This is an optimization exercise on Yosys and OpenROAD, whose aim is small area, not a production implementation. Where RTL was checked, it was by simulation tests only, not by an equivalence proof against the original. Power figures rest on the tool's default switching activity, not on a simulated workload.

==> flow/design.v <==
`default_nettype none
package ctrl_pkg;
  typedef logic [8-1:0] addr_t;
  typedef logic [32-1:0] data_t;
  typedef logic [32/8-1:0] strb_t;
endpackage
`default_nettype wire
`default_nettype none
module ctrl_regs_top (
  input  wire                                             clk,
  input  wire                                             rst_n,
  input  wire ctrl_pkg::addr_t                            awaddr_i,
  input  wire                                             awvalid_i,
  output wire                                             awready_o,
  input  wire ctrl_pkg::data_t                            wdata_i,
  input  wire ctrl_pkg::strb_t                            wstrb_i,
  input  wire                                             wvalid_i,
  output wire                                             wready_o,
  output wire                                             bvalid_o,
  input  wire                                             bready_i,
  input  wire ctrl_pkg::addr_t                            araddr_i,
  input  wire                                             arvalid_i,
  output wire                                             arready_o,
  output wire ctrl_pkg::data_t                            rdata_o,
  output wire                                             rvalid_o,
  input  wire                                             rready_i,
  output wire                                             ap_start_o,
  input  wire                                             ap_done_i,
  input  wire                                             ap_ready_i,
  input  wire                                             ap_idle_i,
  output wire                                             irq_o,
  output wire [2*6*32-1:0]          port_regs_o
);
  logic [1:0] wst_q;
  logic [3:0] widx_q;
  logic       aw_hit;
  logic       w_hs;
  assign awready_o = ~wst_q[1] & ~wst_q[0];
  assign wready_o  = wst_q[0];
  assign bvalid_o  = wst_q[1] & ~wst_q[0];
  assign aw_hit = (awaddr_i[7:6] == 2'b00) && (awaddr_i[1:0] == 2'b00);
  assign w_hs   = wvalid_i & wst_q[0] & ~wst_q[1];
  always_ff @(posedge clk) begin
    if (!rst_n) begin
      wst_q <= 2'b00;
    end else begin
      case (wst_q)
        2'b00:   if (awvalid_i) wst_q <= {~aw_hit, 1'b1};
        2'b10:   if (bready_i)  wst_q <= 2'b00;
        default: if (wvalid_i)  wst_q <= 2'b10;
      endcase
    end
  end
  always_ff @(posedge clk) begin
    if (awready_o) begin
      widx_q <= awaddr_i[5:2];
    end
  end
  logic [15:0] wsel;
  logic [31:0] wd;
  logic [3:0]  lane;
  for (genvar k = 0; k < 16; k++) begin : g_wsel
    assign wsel[k] = w_hs & (widx_q == k);
  end
  assign lane = wstrb_i;
  assign wd   = wdata_i & {32{rst_n}};
  logic [31:0] preg_q [12];
  for (genvar k = 0; k < 12; k++) begin : g_word
    for (genvar b = 0; b < 4; b++) begin : g_lane
      logic en;
      assign en = (wsel[k+4] & lane[b]) | ~rst_n;
      always_ff @(posedge clk) begin
        if (en) begin
          preg_q[k][8*b +: 8] <= wd[8*b +: 8];
        end
      end
    end
  end
  for (genvar p = 0; p < 2; p++) begin : g_port
    assign port_regs_o[192*p +: 192] = {preg_q[6*p+1], preg_q[6*p+0],
                                        preg_q[6*p+3], preg_q[6*p+2],
                                        preg_q[6*p+4], preg_q[6*p+5]};
  end
  logic       start_q;
  logic       done_q;
  logic       auto_restart_q;
  logic       gie_q;
  logic [1:0] ier_q;
  logic [1:0] isr_q;
  logic       wr_ctrl;
  logic       wr_gie;
  logic       wr_ier;
  logic       wr_isr;
  logic       rd_ctrl;
  assign wr_ctrl = wsel[0] & lane[0];
  assign wr_gie  = wsel[1] & lane[0];
  assign wr_ier  = wsel[2] & lane[0];
  assign wr_isr  = wsel[3] & lane[0];
  assign rd_ctrl = arvalid_i & arready_o & (araddr_i == 8'h00);
  assign ap_start_o = start_q;
  assign irq_o      = gie_q & (isr_q[0] | isr_q[1]);
  always_ff @(posedge clk) begin
    if (wr_ctrl | ~rst_n) auto_restart_q <= wd[7];
    if (wr_gie  | ~rst_n) gie_q          <= wd[0];
    if (wr_ier  | ~rst_n) ier_q          <= wd[1:0];
  end
  always_ff @(posedge clk) begin
    if (!rst_n) begin
      start_q <= 1'b0;
      done_q  <= 1'b0;
      isr_q   <= 2'b00;
    end else begin
      if (wr_ctrl && wdata_i[0]) begin
        start_q <= 1'b1;
      end else if (ap_ready_i) begin
        start_q <= auto_restart_q;
      end
      if (ap_done_i) begin
        done_q <= 1'b1;
      end else if (rd_ctrl) begin
        done_q <= 1'b0;
      end
      isr_q <= {ier_q[1] & ap_ready_i, ier_q[0] & ap_done_i} |
               (isr_q ^ (wdata_i[1:0] & {2{wr_isr}}));
    end
  end
  logic        rd_q;
  logic [31:0] rword;
  logic [31:0] rdata_q;
  logic        ar_hit;
  assign arready_o = ~rd_q;
  assign rvalid_o  = rd_q;
  assign rdata_o   = rdata_q;
  always_ff @(posedge clk) begin
    if (!rst_n) begin
      rd_q <= 1'b0;
    end else if (rd_q) begin
      rd_q <= ~rready_i;
    end else begin
      rd_q <= arvalid_i;
    end
  end
  assign ar_hit = (araddr_i[7:6] == 2'b00) && (araddr_i[1:0] == 2'b00);
  logic [15:0] rsel;
  logic [31:0] ctrl_word;
  for (genvar k = 0; k < 16; k++) begin : g_rsel
    assign rsel[k] = ar_hit & (araddr_i[5:2] == k);
  end
  always_comb begin
    ctrl_word = '0;
    ctrl_word[7] = auto_restart_q & rsel[0];
    ctrl_word[3] = ap_ready_i & rsel[0];
    ctrl_word[2] = ap_idle_i & rsel[0];
    ctrl_word[1] = (done_q & rsel[0]) | (ier_q[1] & rsel[2]) | (isr_q[1] & rsel[3]);
    ctrl_word[0] = (start_q & rsel[0]) | (gie_q & rsel[1]) | (ier_q[0] & rsel[2]) |
                   (isr_q[0] & rsel[3]);
  end
  for (genvar i = 0; i < 32; i++) begin : g_rbit
    logic [3:0] grp_n;
    for (genvar g = 0; g < 4; g++) begin : g_grp
      rd_aoi222 u_aoi (
        .a0 (preg_q[3*g+0][i]), .s0 (rsel[3*g+4]),
        .a1 (preg_q[3*g+1][i]), .s1 (rsel[3*g+5]),
        .a2 (preg_q[3*g+2][i]), .s2 (rsel[3*g+6]),
        .y  (grp_n[g])
      );
    end
    assign rword[i] = ~(&grp_n) | ctrl_word[i];
  end
  always_ff @(posedge clk) begin
    if (arvalid_i & arready_o) begin
      rdata_q <= rword;
    end
  end
endmodule
`default_nettype wire
module rd_aoi222 (
  input  wire a0,
  input  wire s0,
  input  wire a1,
  input  wire s1,
  input  wire a2,
  input  wire s2,
  output wire y
);
  assign y = ~((a0 & s0) | (a1 & s1) | (a2 & s2));
endmodule
clock: 10.0 ns
lec_check: 0
abc_area: 1
cap_margin: 5
core_margin: 2
core_utilization: 60
slew_margin: 5
synth_hierarchical: 1
synth_minimum_keep_size: 0
standard.sh (not shown) runs the stock make flow with config.mk's settings and CLKGATE_MAP_FILE= SYNTH_SCRIPT=/design/flow/synth_recipe.tcl, a recipe that flattens the netlist after the stock synthesis.
==> flow/flow/run.sh <==
#!/bin/bash
# The standard layout, with three changes:
#  - synthesis maps the logic with an area-oriented ABC script (flow/abc_area.script);
#    registers, their names and cells are those of the standard synthesis
#  - the port buffers use the smallest buffer cell
#  - clock tree: fewer, smaller clock buffers and no dummy loads
set -euo pipefail
rm -rf myscripts
cp -r "$FLOW_HOME/scripts" myscripts
cp flow/abc_area.script myscripts/abc_area.script
bash standard.sh SCRIPTS_DIR="$PWD/myscripts" synth > synth_make.log 2>&1
export BUFFER_PORTS_ARGS="-buffer_cell sky130_fd_sc_hd__buf_1"
export CTS_ARGS="-sink_clustering_enable -repair_clock_nets -dont_use_dummy_load -sink_clustering_size 16 -sink_clustering_max_diameter 80 -buf_list sky130_fd_sc_hd__clkbuf_8"
bash standard.sh > layout_make.log 2>&1
==> flow/flow/abc_area.script <==
strash
&get -n
&dch -f
&nf -R 1000
&put
topo
Change:
--- a/flow/design.v
+++ b/flow/design.v
@@ -63,13 +63,17 @@
     assign wsel[k] = w_hs & (widx_q == k);
   end
   assign lane = wstrb_i;
   assign wd   = wdata_i & {32{rst_n}};
+  logic [15:0] wsel_n;
+  logic [3:0]  lane_n;
+  assign wsel_n = ~wsel & {16{rst_n}};
+  assign lane_n = ~lane & {4{rst_n}};
   logic [31:0] preg_q [12];
   for (genvar k = 0; k < 12; k++) begin : g_word
     for (genvar b = 0; b < 4; b++) begin : g_lane
       logic en;
-      assign en = (wsel[k+4] & lane[b]) | ~rst_n;
+      rd_nor2 u_en (.a(wsel_n[k+4]), .b(lane_n[b]), .y(en));
       always_ff @(posedge clk) begin
         if (en) begin
           preg_q[k][8*b +: 8] <= wd[8*b +: 8];
         end
@@ -127,8 +131,10 @@
   logic        rd_q;
   logic [31:0] rword;
   logic [31:0] rdata_q;
   logic        ar_hit;
+  logic        ar_hs;
+  logic        rd_hold;
   assign arready_o = ~rd_q;
   assign rvalid_o  = rd_q;
   assign rdata_o   = rdata_q;
   always_ff @(posedge clk) begin
@@ -139,9 +145,11 @@
     end else begin
       rd_q <= arvalid_i;
     end
   end
-  assign ar_hit = (araddr_i[7:6] == 2'b00) && (araddr_i[1:0] == 2'b00);
+  assign ar_hs   = arvalid_i & arready_o;
+  assign rd_hold = ~ar_hs;
+  assign ar_hit  = ar_hs && (araddr_i[7:6] == 2'b00) && (araddr_i[1:0] == 2'b00);
   logic [15:0] rsel;
   logic [31:0] ctrl_word;
   for (genvar k = 0; k < 16; k++) begin : g_rsel
     assign rsel[k] = ar_hit & (araddr_i[5:2] == k);
@@ -164,14 +172,12 @@
         .a2 (preg_q[3*g+2][i]), .s2 (rsel[3*g+6]),
         .y  (grp_n[g])
       );
     end
-    assign rword[i] = ~(&grp_n) | ctrl_word[i];
-  end
-  always_ff @(posedge clk) begin
-    if (arvalid_i & arready_o) begin
-      rdata_q <= rword;
-    end
+    assign rword[i] = ~(&grp_n) | ctrl_word[i] | (rd_hold & rdata_q[i]);
+  end
+  always_ff @(posedge clk) begin
+    rdata_q <= rword;
   end
 endmodule
 `default_nettype wire
 module rd_aoi222 (
@@ -184,4 +190,11 @@
   output wire y
 );
   assign y = ~((a0 & s0) | (a1 & s1) | (a2 & s2));
 endmodule
+module rd_nor2 (
+  input  wire a,
+  input  wire b,
+  output wire y
+);
+  assign y = ~(a | b);
+endmodule
=> Clock-buffer cell count is unchanged. Fmax goes down by about 8%. Worst hold slack got worse by 0.079 ns. Critical path depth rises by 2. Via count came out higher by about 0.5%. Setup slack degrades by 0.38 ns. Routed wire length is about the same. Sequential power stays flat. Final cell count climbs by about 2%.
The RTL of the first run of this note was laid out without a check of its function.

-- what the ideal ports hide --
In the flow no input, the clock included, has a driving cell. The finished layouts below were timed again as built, in two steps. Step 1 sets driving cells, clkbuf_16 on the clock port and buf_2 on the other inputs (assumed; they add their load-dependent delay and slew). Step 2 also shifts input and output timing later by t, the mid clock arrival at the registers, as if the neighbouring blocks saw the same clock. a / b / c = no drivers / after step 1 / after step 2; a / b = the first two.
run | t, ns | setup slack, ns | hold slack, ns | clock arrival spread, ns | pins driven straight from the clock port
the first run | 0.651 | 5.644 / 5.671 / 5.020 | 0.550 / 0.550 / 0.550 | 0.035 / 0.035 | 1
the second run | 0.658 | 5.259 / 5.286 / 4.628 | 0.471 / 0.471 / 0.471 | 0.024 / 0.024 | 1
After both steps every run listed still meets setup and hold. The setup slack of the second run, which loses most, moves by +0.027 ns with the drivers and by -0.631 ns with both steps.
